This design comes from an exercise in tuning for small area on the open sky130 flow, not from production work.
Where RTL was checked, it was by simulation tests only, not by an equivalence proof against the original.
Power figures rest on the tool's default switching activity, not on a simulated workload.

==> flow/design.v <==
module npu_ctrl #(
    parameter int unsigned N     = 4,
    parameter int unsigned KTAPS = 3
) (
    input  logic        clk,
    input  logic        rst_n,
    input  logic        npu_start_matrix_mul,
    input  logic        npu_start_conv,
    output logic        npu_done,
    output logic        busy,
    input  logic [63:0] a_base,
    input  logic [63:0] b_base,
    input  logic [63:0] c_base,
    output logic        mem_req,
    output logic        mem_we,
    output logic [63:0] mem_addr,
    output logic [63:0] mem_wdata,
    input  logic        mem_ready,
    input  logic        mem_rvalid,
    input  logic [63:0] mem_rdata
);
    localparam logic [1:0] S_IDLE = 2'd0, S_RUN = 2'd1, S_WR = 2'd2, S_FIX = 2'd3;
    logic [1:0]  st_q;
    logic        conv_q;         
    logic [3:0]  e_q;            
    logic [5:0]  t_q;            
    logic [2:0]  p_q;            
    logic [1:0]  out_q;          
    logic        bit0_q, bit1_q;  
    logic [63:0] acc_q;
    logic        cy_q;           
    logic [63:0] ab_q, bb_q, cb_q;
    wire run  = (st_q == S_RUN);
    wire wr   = (st_q == S_WR);
    wire idle = (st_q == S_IDLE);
    wire       ty_r     = p_q[2] ? p_q[0] : p_q[1];
    wire       p_last   = conv_q ? (p_q == 3'd5) : (p_q == 3'd7);
    wire [2:0] p_next   = p_last ? 3'd0 : p_q + 3'd1;
    wire       resp_end = p_last & (t_q == 6'd63);
    wire       o        = out_q[0];
    wire [2:0] p_i      = o ? p_next : p_q;
    wire       ty_i     = p_i[2] ? p_i[0] : p_i[1];
    wire [1:0] k_i      = p_i[2] ? {1'b1, p_i[1]} : {1'b0, p_i[0]};
    wire       rd_req   = run & ~out_q[1] & ~(o & resp_end);
    wire [1:0] ei = e_q[3:2];
    wire [1:0] ej = e_q[1:0];
    logic [3:0] off;
    always_comb begin
        if (wr)        off = e_q;
        else if (ty_i) off = conv_q ? {2'b00, ej} + {2'b00, k_i} : {ei, k_i};
        else           off = conv_q ? {2'b00, k_i} : {k_i, ej};
    end
    wire sel_c = wr;
    wire sel_a = ~wr & ty_i;
    wire sel_b = ~wr & ~ty_i;
    logic [64:3] acy;
    assign acy[3] = 1'b0;
    for (genvar b = 0; b < 64; b++) begin : g_addr
        if (b < 3) begin : g_lo
            assign mem_addr[b] = (sel_a & ab_q[b]) | (sel_b & bb_q[b]) | (sel_c & cb_q[b]);
        end else if (b < 7) begin : g_off
            wire m = (sel_a & ab_q[b]) | (sel_b & bb_q[b]) | (sel_c & cb_q[b]);
            assign mem_addr[b] = m ^ off[b-3] ^ acy[b];
            assign acy[b+1]    = (m & off[b-3]) | (acy[b] & (m ^ off[b-3]));
        end else begin : g_inc
            npu_ctrl_abit u_abit (
                .a  (ab_q[b]), .b (bb_q[b]), .c (cb_q[b]),
                .sa (sel_a), .sb (sel_b), .sc (sel_c),
                .ci (acy[b]),
                .s  (mem_addr[b]),
                .co (acy[b+1])
            );
        end
    end
    assign mem_req   = rd_req | wr;
    assign mem_we    = wr;
    assign mem_wdata = acc_q;
    assign busy      = ~idle;
    wire e_last = (ej == 2'd3) & (conv_q | (ei == 2'd3));
    assign npu_done = wr & mem_ready & e_last;
    wire rsp = run & mem_rvalid;
    wire dbl = rsp & (p_q == 3'd1);
    wire add = rsp & ty_r & ((p_q == 3'd3) ? bit1_q : bit0_q);
    wire [63:0] addend = ({64{dbl}} & acc_q) | ({64{add}} & mem_rdata);
    logic [64:0] cy;
    logic [63:0] sum;
    for (genvar b = 0; b < 64; b++) begin : g_fa
        npu_ctrl_fa u_fa (
            .a  (acc_q[b]),
            .b  (addend[b]),
            .ci ((b == 0) ? 1'b0 : (b == 32) ? cy_q : cy[b]),
            .s  (sum[b]),
            .co (cy[b+1])
        );
    end
    assign cy[0] = 1'b0;
    wire bsel = mem_rdata[6'd63 - t_q];
    always_ff @(posedge clk) begin
        acc_q <= sum;
        cy_q  <= cy[32];
        if (rsp & ~ty_r) begin
            if (p_q == 3'd1) bit1_q <= bsel;
            else             bit0_q <= bsel;
        end
        if (idle) begin
            ab_q   <= a_base;
            bb_q   <= b_base;
            cb_q   <= c_base;
            conv_q <= ~npu_start_matrix_mul;
        end
    end
    always_ff @(posedge clk or negedge rst_n) begin
        if (!rst_n) begin
            st_q  <= S_IDLE;
            e_q   <= 4'd0;
            t_q   <= 6'd0;
            p_q   <= 3'd0;
            out_q <= 2'd0;
        end else begin
            out_q <= out_q + {1'b0, rd_req & mem_ready} - {1'b0, rsp};
            p_q   <= (rsp & p_last) ? 3'd0 : p_q + {2'b00, rsp};
            t_q   <= t_q + {5'd0, rsp & p_last};
            e_q   <= idle ? 4'd0 : e_q + {3'd0, wr & mem_ready};
            unique case (st_q)
                S_IDLE: if (npu_start_matrix_mul || npu_start_conv) st_q <= S_RUN;
                S_RUN:  if (rsp && resp_end) st_q <= S_FIX;
                S_FIX:  st_q <= S_WR;
                S_WR: begin
                    if (mem_ready) st_q <= e_last ? S_IDLE : S_RUN;
                end
                default: st_q <= S_IDLE;
            endcase
        end
    end
endmodule
module npu_ctrl_fa (
    input  logic a,
    input  logic b,
    input  logic ci,
    output logic s,
    output logic co
);
    assign s  = a ^ b ^ ci;
    assign co = (a & b) | (ci & (a ^ b));
endmodule
module npu_ctrl_abit (
    input  logic a,
    input  logic b,
    input  logic c,
    input  logic sa,
    input  logic sb,
    input  logic sc,
    input  logic ci,
    output logic s,
    output logic co
);
    wire m = (sa & a) | (sb & b) | (sc & c);
    assign s  = m ^ ci;
    assign co = m & ci;
endmodule
export LEC_CHECK = 0
export CAP_MARGIN = 20
export CORE_MARGIN = 2
export CORE_UTILIZATION = 40
export SLEW_MARGIN = 20
export SYNTH_HIERARCHICAL = 1
export SYNTH_MINIMUM_KEEP_SIZE = 0
create_clock -name core_clock -period 20.0 [get_ports {clk}]
standard.sh (not shown) runs the stock make flow with config.mk's settings and CLKGATE_MAP_FILE= SYNTH_SCRIPT=/design/flow/synth_recipe.tcl, a recipe that flattens the netlist after the stock synthesis.
==> flow/flow/run.sh <==
#!/bin/bash
set -euo pipefail
bash standard.sh \
  "BUFFER_PORTS_ARGS=-buffer_cell sky130_fd_sc_hd__buf_1" \
  "CTS_ARGS=-sink_clustering_enable -repair_clock_nets -dont_use_dummy_load -sink_clustering_size 28 -sink_clustering_max_diameter 120 -buf_list {sky130_fd_sc_hd__clkbuf_16}" \
  finish > standard_flow.log 2>&1
Rerun with:
--- a/flow/design.v
+++ b/flow/design.v
@@ -26,4 +26,5 @@
     logic [5:0]  t_q;            
     logic [2:0]  p_q;            
+    logic [2:0]  pi_q;           
     logic [1:0]  out_q;          
     logic        bit0_q, bit1_q;  
@@ -39,8 +40,9 @@
     wire       resp_end = p_last & (t_q == 6'd63);
     wire       o        = out_q[0];
-    wire [2:0] p_i      = o ? p_next : p_q;
-    wire       ty_i     = p_i[2] ? p_i[0] : p_i[1];
-    wire [1:0] k_i      = p_i[2] ? {1'b1, p_i[1]} : {1'b0, p_i[0]};
+    wire       ty_i     = pi_q[2] ? pi_q[0] : pi_q[1];
+    wire [1:0] k_i      = pi_q[2] ? {1'b1, pi_q[1]} : {1'b0, pi_q[0]};
+    wire       pi_last  = conv_q ? (pi_q == 3'd5) : (pi_q == 3'd7);
     wire       rd_req   = run & ~out_q[1] & ~(o & resp_end);
+    wire       rd_acc   = rd_req & mem_ready;
     wire [1:0] ei = e_q[3:2];
     wire [1:0] ej = e_q[1:0];
@@ -116,7 +118,9 @@
             t_q   <= 6'd0;
             p_q   <= 3'd0;
+            pi_q  <= 3'd0;
             out_q <= 2'd0;
         end else begin
-            out_q <= out_q + {1'b0, rd_req & mem_ready} - {1'b0, rsp};
+            out_q <= out_q + {1'b0, rd_acc} - {1'b0, rsp};
+            pi_q  <= (rd_acc & pi_last) ? 3'd0 : pi_q + {2'b00, rd_acc};
             p_q   <= (rsp & p_last) ? 3'd0 : p_q + {2'b00, rsp};
             t_q   <= t_q + {5'd0, rsp & p_last};
Result: Global-route usage shrinks by 0.45 points; synthesized cell count grows by 2.4%; register-to-register slack is better by 0.44 ns; hold slack is better by 0.021 ns; area after synthesis grows by 0.55%; total power shrinks by 20%; first-iteration DRC count grows by 22%; cell count grows by 0.75%; final area shrinks by 0.63%; via count grows by 0.48%; worst setup slack is better by 0.18 ns; count of clock-buffer cells in the layout does not change; core utilization shrinks by 1.2 points.
Only the layout flow was run in the first run of this note; the RTL was not checked for function there.

## what the ideal ports hide
How much do the figures lean on ideal ports? The routed layouts below were timed once more, with nothing changed but the port constraints. Step 1 assumes that a clkbuf_16 drives the clock port and a buf_2 every other input. Step 2 times the ports against the registers' clock, not the clock port: input delays grow and output delays shrink by t, the midpoint of the rising clock arrivals with the driver on. Slacks: ideal ports / drivers / drivers and shift; pairs: ideal ports / drivers.
run | t, ns | setup slack, ns | worst register clock-pin slew, ns | worst data-port slew with drivers (ns)
the first run | 0.528 | 0.681 / 0.632 / 1.161 | 0.11 / 0.11 | 0.10
the second run | 0.528 | 0.860 / 0.812 / 1.340 | 0.12 / 0.12 | 0.11
After both steps every run listed still meets setup and hold.
